What follows belongs to an exercise in optimizing a design on an open flow for small area and a short achievable clock period; a production flow would make more cautious choices.
The RTL was checked by simulation tests, not by an equivalence proof against the original design.
No activity file was given, so power comes from the tool's default toggle rates.

## old
Design pic16_core, start of the top module:
module pic16_core (
   input  logic        clk,
   input  logic        arst_n,
   input  logic [13:0] op_code,
   input  logic [4:0]  port_a_data_in,
   input  logic [7:0]  port_b_data_in,
   output logic [12:0] pc_out,
   output logic        nop_out,
   output logic        z,
   output logic [4:0]  port_a_tris,
   output logic [4:0]  port_a_data_out,
   output logic [7:0]  port_b_tris,
   output logic [7:0]  port_b_data_out
);
Size in the first run: about 2000 cells after synthesis, roughly 750 flip-flops, about 70 I/O pins, about 0.031 mm2 of cells after synthesis.
export LEC_CHECK = 0
export CAP_MARGIN = 20
export CORE_MARGIN = 2
export CORE_UTILIZATION = 40
export SLEW_MARGIN = 20
create_clock -name core_clock -period 10.0 [get_ports {clk}]
standard.sh (not shown) runs the stock make flow with config.mk's settings and CLKGATE_MAP_FILE= SYNTH_SCRIPT=/design/flow/synth_recipe.tcl, a recipe that flattens the netlist after the stock synthesis.
==> flow/flow/run.sh <==
#!/bin/bash
# Standard layout, with timing repair aiming 7.3 ns below the 10 ns clock period,
# buf_2 port buffers and sizing not limited to same-footprint cells.
set -euo pipefail
bash standard.sh SETUP_SLACK_MARGIN=7.3 CORE_UTILIZATION=60 CTS_CLUSTER_SIZE=28 CTS_CLUSTER_DIAMETER=100 \
  "BUFFER_PORTS_ARGS=-buffer_cell sky130_fd_sc_hd__buf_2" MATCH_CELL_FOOTPRINT=0 finish > standard_make.log 2>&1
Having completed the whole flow, old delivered a layout that passed the timing, design-rule and antenna checks.
Input-level comparison between new and old:
==> flow/flow/run.sh <==
#!/bin/bash
# Standard layout, with timing repair aiming 7 ns below the 10 ns clock period,
# buf_2 port buffers and sizing not limited to same-footprint cells.
set -euo pipefail
bash standard.sh SETUP_SLACK_MARGIN=7 CORE_UTILIZATION=50 CTS_CLUSTER_SIZE=28 CTS_CLUSTER_DIAMETER=100 \
  "BUFFER_PORTS_ARGS=-buffer_cell sky130_fd_sc_hd__buf_2" MATCH_CELL_FOOTPRINT=0 finish > standard_make.log 2>&1
### Flow results
met4 as the top routing layer in use was reported by new, and met5 by old. The higher met2 demand-to-capacity share in global routing of new and old is in old. Compared to old, new has post-detailed-route via-to-cell ratio 0.38 lower. Lower summed area of non-filler cells in the final layout among new and old: new. Total power divided by cell area (new vs. old) increases by a few percent. Higher combinational cell power goes to old over new. Lower wire length was reported by new, not old. Cmp new and old / count of non-CTS buffers in the layout / higher: old. new does worse than old on minimum setup slack among reg-to-reg paths. Compared with old, new shows a global-route usage that is 6.8 points lower.


== job 101 ==
The RTL this note starts from:
==> flow/design.v <==
`default_nettype none
module pic16_core (
   input  logic        clk,
   input  logic        arst_n,
   input  logic [13:0] op_code,
   input  logic [4:0]  port_a_data_in,
   input  logic [7:0]  port_b_data_in,
   output logic [12:0] pc_out,
   output logic        nop_out,
   output logic        z,
   output logic [4:0]  port_a_tris,
   output logic [4:0]  port_a_data_out,
   output logic [7:0]  port_b_tris,
   output logic [7:0]  port_b_data_out
);
   localparam int RAM_LO = 12;      
   localparam int RAM_N  = 68;      
   logic [1:0]  ph;                 
   logic        rst_q;              
   logic [13:0] ir;
   logic [7:0]  t_q;                
   logic        cn_q;               
   logic        dcn_q;              
   logic [7:0]  w_q;
   logic        c_q, dc_q, rp0_q;
   logic        hold_q;             
   logic [2:0]  sp_q;
   logic [12:0] stack_q [8];
   logic [7:0]  ram_q [RAM_N];
   wire q2 = (ph == 2'd1);
   wire q4 = (ph == 2'd3);
   wire ex = nop_out;                
   always_ff @(posedge clk or negedge arst_n) begin
      if (!arst_n) begin
         ph    <= 2'd0;
         rst_q <= 1'b1;
      end else begin
         ph    <= ph + 2'd1;
         rst_q <= 1'b0;
      end
   end
   always_ff @(posedge clk) begin
      ir <= op_code;
   end
   wire [1:0] cls = ir[13:12];
   wire [3:0] sub = ir[11:8];
   wire [6:0] fa  = ir[6:0];
   wire       d   = ir[7];
   wire is_byte = (cls == 2'b00);
   wire is_bit  = (cls == 2'b01);
   wire is_jmp  = (cls == 2'b10);
   wire is_lit  = (cls == 2'b11);
   wire to_file = (is_byte & d) | (is_bit & ~ir[11]);
   wire to_w    = (is_byte & ~d & (sub != 4'd0)) | (is_lit & (sub != 4'b1011));
   wire sub_op  = (is_byte & (sub == 4'b0010)) | (is_lit & (sub[3:1] == 3'b110));
   wire addsub  = (is_byte & ((sub == 4'b0010) | (sub == 4'b0111))) | (is_lit & (sub[3:2] == 2'b11));
   wire rot     = is_byte & (sub[3:1] == 3'b110);
   wire fz      = addsub
                | (is_byte & ((sub == 4'd1) | (sub == 4'd3) | (sub == 4'd4) | (sub == 4'd5) |
                              (sub == 4'd6) | (sub == 4'd8) | (sub == 4'd9) | (sub == 4'd10)))
                | (is_lit & ((sub == 4'd8) | (sub == 4'd9) | (sub == 4'd10)));
   wire skip_z  = (is_byte & ((sub == 4'b1011) | (sub == 4'b1111))) | (is_bit & (ir[11:10] == 2'b10));
   wire skip_nz = is_bit & (ir[11:10] == 2'b11);
   wire is_ret  = (ir == 14'h0008) | (is_lit & (sub[3:2] == 2'b01));
   wire is_call = is_jmp & ~ir[11];
   wire branch  = is_jmp | is_ret;
   wire sel_status = (fa == 7'h03);
   wire sel_a      = (fa == 7'h05);
   wire sel_b      = (fa == 7'h06);
   logic [7:0] rd;
   always_comb begin
      rd = '0;
      for (int i = 0; i < RAM_N; i++)
         rd = rd | (ram_q[i] & {8{fa == 7'(RAM_LO + i)}});
      if (sel_status) rd = {2'b00, rp0_q, 2'b00, z, dc_q, c_q};
      if (sel_a) rd = rp0_q ? {3'b000, port_a_tris}
                            : {3'b000, (port_a_data_in & port_a_tris) | (port_a_data_out & ~port_a_tris)};
      if (sel_b) rd = rp0_q ? port_b_tris
                            : (port_b_data_in & port_b_tris) | (port_b_data_out & ~port_b_tris);
      if (is_lit) rd = ir[7:0];
   end
   logic [3:0] lut_q;        
   logic       smask_q;      
   logic       ssum_q;       
   logic [1:0] perm_q;       
   logic       yw_q;         
   logic       yinv_q;       
   logic       ci_q;         
   logic       rl_q;         
   logic [3:0] lut_d;
   logic [1:0] perm_d;
   always_comb begin
      lut_d  = 4'b1100;                                      
      perm_d = 2'd0;
      case (cls)
         2'b00: case (sub)
            4'd0:  lut_d = 4'b1010;                          
            4'd1:  lut_d = 4'b0000;                          
            4'd4:  lut_d = 4'b1110;                          
            4'd5:  lut_d = 4'b1000;                          
            4'd6:  lut_d = 4'b0110;                          
            4'd9:  lut_d = 4'b0011;                          
            4'd12: perm_d = 2'd1;                            
            4'd13: perm_d = 2'd2;                            
            4'd14: perm_d = 2'd3;                            
            default: ;
         endcase
         2'b01: case (ir[11:10])
            2'b00:   lut_d = 4'b0100;                        
            2'b01:   lut_d = 4'b1110;                        
            default: lut_d = 4'b1000;                        
         endcase
         2'b11: case (sub)
            4'd8:    lut_d = 4'b1110;
            4'd9:    lut_d = 4'b1000;
            4'd10:   lut_d = 4'b0110;
            default: ;
         endcase
         default: ;
      endcase
   end
   wire dec_op = is_byte & ((sub == 4'b0011) | (sub == 4'b1011));
   wire inc_op = is_byte & ((sub == 4'b1010) | (sub == 4'b1111));
   always_ff @(posedge clk) begin
      lut_q   <= lut_d;
      perm_q  <= perm_d;
      smask_q <= is_bit;
      ssum_q  <= addsub | dec_op | inc_op;
      yw_q    <= ~(dec_op | inc_op);
      yinv_q  <= sub_op | dec_op;
      ci_q    <= sub_op | inc_op;
      rl_q    <= sub[0];
   end
   wire [7:0] mask = 8'd1 << ir[9:7];
   wire [7:0] y    = ({8{yw_q}} & w_q) ^ {8{yinv_q}};
   wire [8:0] sum  = {1'b0, t_q} + {1'b0, y} + {8'd0, ci_q};
   wire [7:0] s_op = smask_q ? mask : w_q;
   logic [7:0] tp;
   always_comb begin
      case (perm_q)
         2'd1:    tp = {c_q, t_q[7:1]};
         2'd2:    tp = {t_q[6:0], c_q};
         2'd3:    tp = {t_q[3:0], t_q[7:4]};
         default: tp = t_q;
      endcase
   end
   logic [7:0] alu;
   always_comb begin
      for (int i = 0; i < 8; i++) alu[i] = lut_q[{tp[i], s_op[i]}];
      if (ssum_q) alu = sum[7:0];
   end
   wire c_new  = ssum_q ? sum[8] : (rl_q ? t_q[7] : t_q[0]);
   wire dc_new = t_q[4] ^ y[4] ^ sum[4];
   always_ff @(posedge clk) begin
      t_q   <= q2 ? rd : alu;
      cn_q  <= c_new;
      dcn_q <= dc_new;
   end
   wire q3 = (ph == 2'd2);
   logic wf_q, ww_q, fc_q, fdc_q, fz_q;
   logic jmp_q, ret_q, call_q, inc_q, br_q, skz_q, sknz_q;
   always_ff @(posedge clk) begin
      wf_q   <= q3 & ex & to_file;
      ww_q   <= q3 & ex & to_w;
      fc_q   <= q3 & ex & (addsub | rot);
      fdc_q  <= q3 & ex & addsub;
      fz_q   <= q3 & ex & fz;
      jmp_q  <= q3 & ex & is_jmp;
      ret_q  <= q3 & ex & is_ret;
      call_q <= q3 & ex & is_call;
      inc_q  <= q3 & (ex ? ~branch : ~hold_q);
      br_q   <= q3 & ex & branch;
      skz_q  <= q3 & ex & skip_z;
      sknz_q <= q3 & ex & skip_nz;
   end
   wire       zr = (t_q == 8'd0);
   wire [7:0] wd = t_q & {8{~rst_q}};         
   for (genvar i = 0; i < RAM_N; i++) begin : g_ram
      always_ff @(posedge clk) begin
         if ((wf_q & (fa == 7'(RAM_LO + i))) | rst_q) ram_q[i] <= wd;
      end
   end
   always_ff @(posedge clk) begin
      if (ww_q | rst_q) w_q <= wd;
   end
   logic [4:0] ntris_a_q;
   logic [7:0] ntris_b_q;
   assign port_a_tris = ~ntris_a_q;
   assign port_b_tris = ~ntris_b_q;
   always_ff @(posedge clk or negedge arst_n) begin
      if (!arst_n) begin
         c_q             <= 1'b0;
         dc_q            <= 1'b0;
         z               <= 1'b0;
         rp0_q           <= 1'b0;
         port_a_data_out <= '0;
         port_b_data_out <= '0;
         ntris_a_q       <= '0;
         ntris_b_q       <= '0;
      end else begin
         if (wf_q & sel_status) begin
            c_q   <= t_q[0];
            dc_q  <= t_q[1];
            z     <= t_q[2];
            rp0_q <= t_q[5];
         end
         if (fc_q)  c_q  <= cn_q;                  
         if (fdc_q) dc_q <= dcn_q;
         if (fz_q)  z    <= zr;
         if (wf_q & sel_a & ~rp0_q) port_a_data_out <= t_q[4:0];
         if (wf_q & sel_a &  rp0_q) ntris_a_q       <= ~t_q[4:0];
         if (wf_q & sel_b & ~rp0_q) port_b_data_out <= t_q;
         if (wf_q & sel_b &  rp0_q) ntris_b_q       <= ~t_q;
      end
   end
   logic       sq_q;                           
   wire [12:0] pc_inc = pc_out + 13'd1;
   wire [2:0]  sp_m1  = sp_q - 3'd1;
   assign nop_out = ~sq_q;
   always_ff @(posedge clk or negedge arst_n) begin
      if (!arst_n) begin
         pc_out <= '0;
         sp_q   <= '0;
         sq_q   <= 1'b0;
         hold_q <= 1'b0;
      end else begin
         if (jmp_q)      pc_out <= {2'b00, ir[10:0]};
         else if (ret_q) pc_out <= stack_q[sp_m1];
         else if (inc_q) pc_out <= pc_inc;
         if (call_q)     sp_q <= sp_q + 3'd1;
         else if (ret_q) sp_q <= sp_m1;
         if (q4) begin
            sq_q   <= br_q | (skz_q & zr) | (sknz_q & ~zr);
            hold_q <= br_q;
         end
      end
   end
   for (genvar i = 0; i < 8; i++) begin : g_stack
      always_ff @(posedge clk) begin
         if (call_q & ~rst_q & (sp_q == 3'(i))) stack_q[i] <= pc_inc;
      end
   end
endmodule
`default_nettype wire
Settings: LEC_CHECK=0, CAP_MARGIN=20, CORE_MARGIN=2, CORE_UTILIZATION=40, SLEW_MARGIN=20; clock period 10.0 ns.
==> flow/flow/run.sh <==
#!/bin/bash
# Standard layout, with timing repair aiming 7 ns below the 10 ns clock period.
set -euo pipefail
bash standard.sh SETUP_SLACK_MARGIN=7 TNS_END_PERCENT=20 CORE_UTILIZATION=60 CTS_CLUSTER_SIZE=28 CTS_CLUSTER_DIAMETER=100 finish > standard_make.log 2>&1
Job 101 was carried through to the last stage, and its layout satisfied the timing, design-rule and antenna checks.
Modified inputs, job 102 compared to job 101
==> flow/flow/run.sh <==
#!/bin/bash
# Standard layout, with timing repair aiming 7 ns below the 10 ns clock period.
set -euo pipefail
bash standard.sh SETUP_SLACK_MARGIN=7 CORE_UTILIZATION=60 CTS_CLUSTER_SIZE=28 CTS_CLUSTER_DIAMETER=100 finish > standard_make.log 2>&1
Notes after the runs:
Looking at sequential share of layout area, job 102 sits 1.2 points lower than job 101 does.
Sort job 102 and job 101 by synthesis-to-layout area growth, ascending, and job 101 comes first.
Global-route wire length before repair (job 102 over job 101): decrease, 0.56%
Job 101 → job 102: total power +about 1.8%; design area went up; number of clock buffers in the layout saw a decrease; average detailed-routed wire length per instance has increased.
For the count of inserted antenna diode cells, job 102 came in 1 higher than job 101 did.
Total power density per cell area: job 102 vs job 101 — no meaningful difference
On final worst setup slack, job 101 loses to job 102.

[re-timing with driven ports]
The flow's constraints put no driver on any port. The routed layouts listed below were extracted and timed again, unchanged, in two steps. Step 1: set_driving_cell puts a clkbuf_16 on clk and a buf_2 on each other input, an assumption about the parent block. Step 2 moves the port delays by t, midway between the first and last clock arrival at a register: inputs arrive t later, outputs are due t later. That takes back most of the time a late clock gives input paths. Slacks: ideal / step 1 / step 2; pairs: ideal / step 1.
run	shift t [ns]	setup slack, ns	hold WS [ns]
old	0.702	6.725 / 6.664 / 6.425	0.450 / 0.450 / 0.450
new	0.654	6.791 / 6.724 / 6.445	0.440 / 0.440 / 0.440
job 101	0.708	6.728 / 6.662 / 6.190	0.439 / 0.439 / 0.439
job 102	0.659	6.791 / 6.730 / 6.169	0.446 / 0.446 / 0.446
After both steps setup and hold are still met in every run listed. For job 102, which loses most, drivers alone change the setup slack by -0.061 ns; drivers and shift together by -0.622 ns.
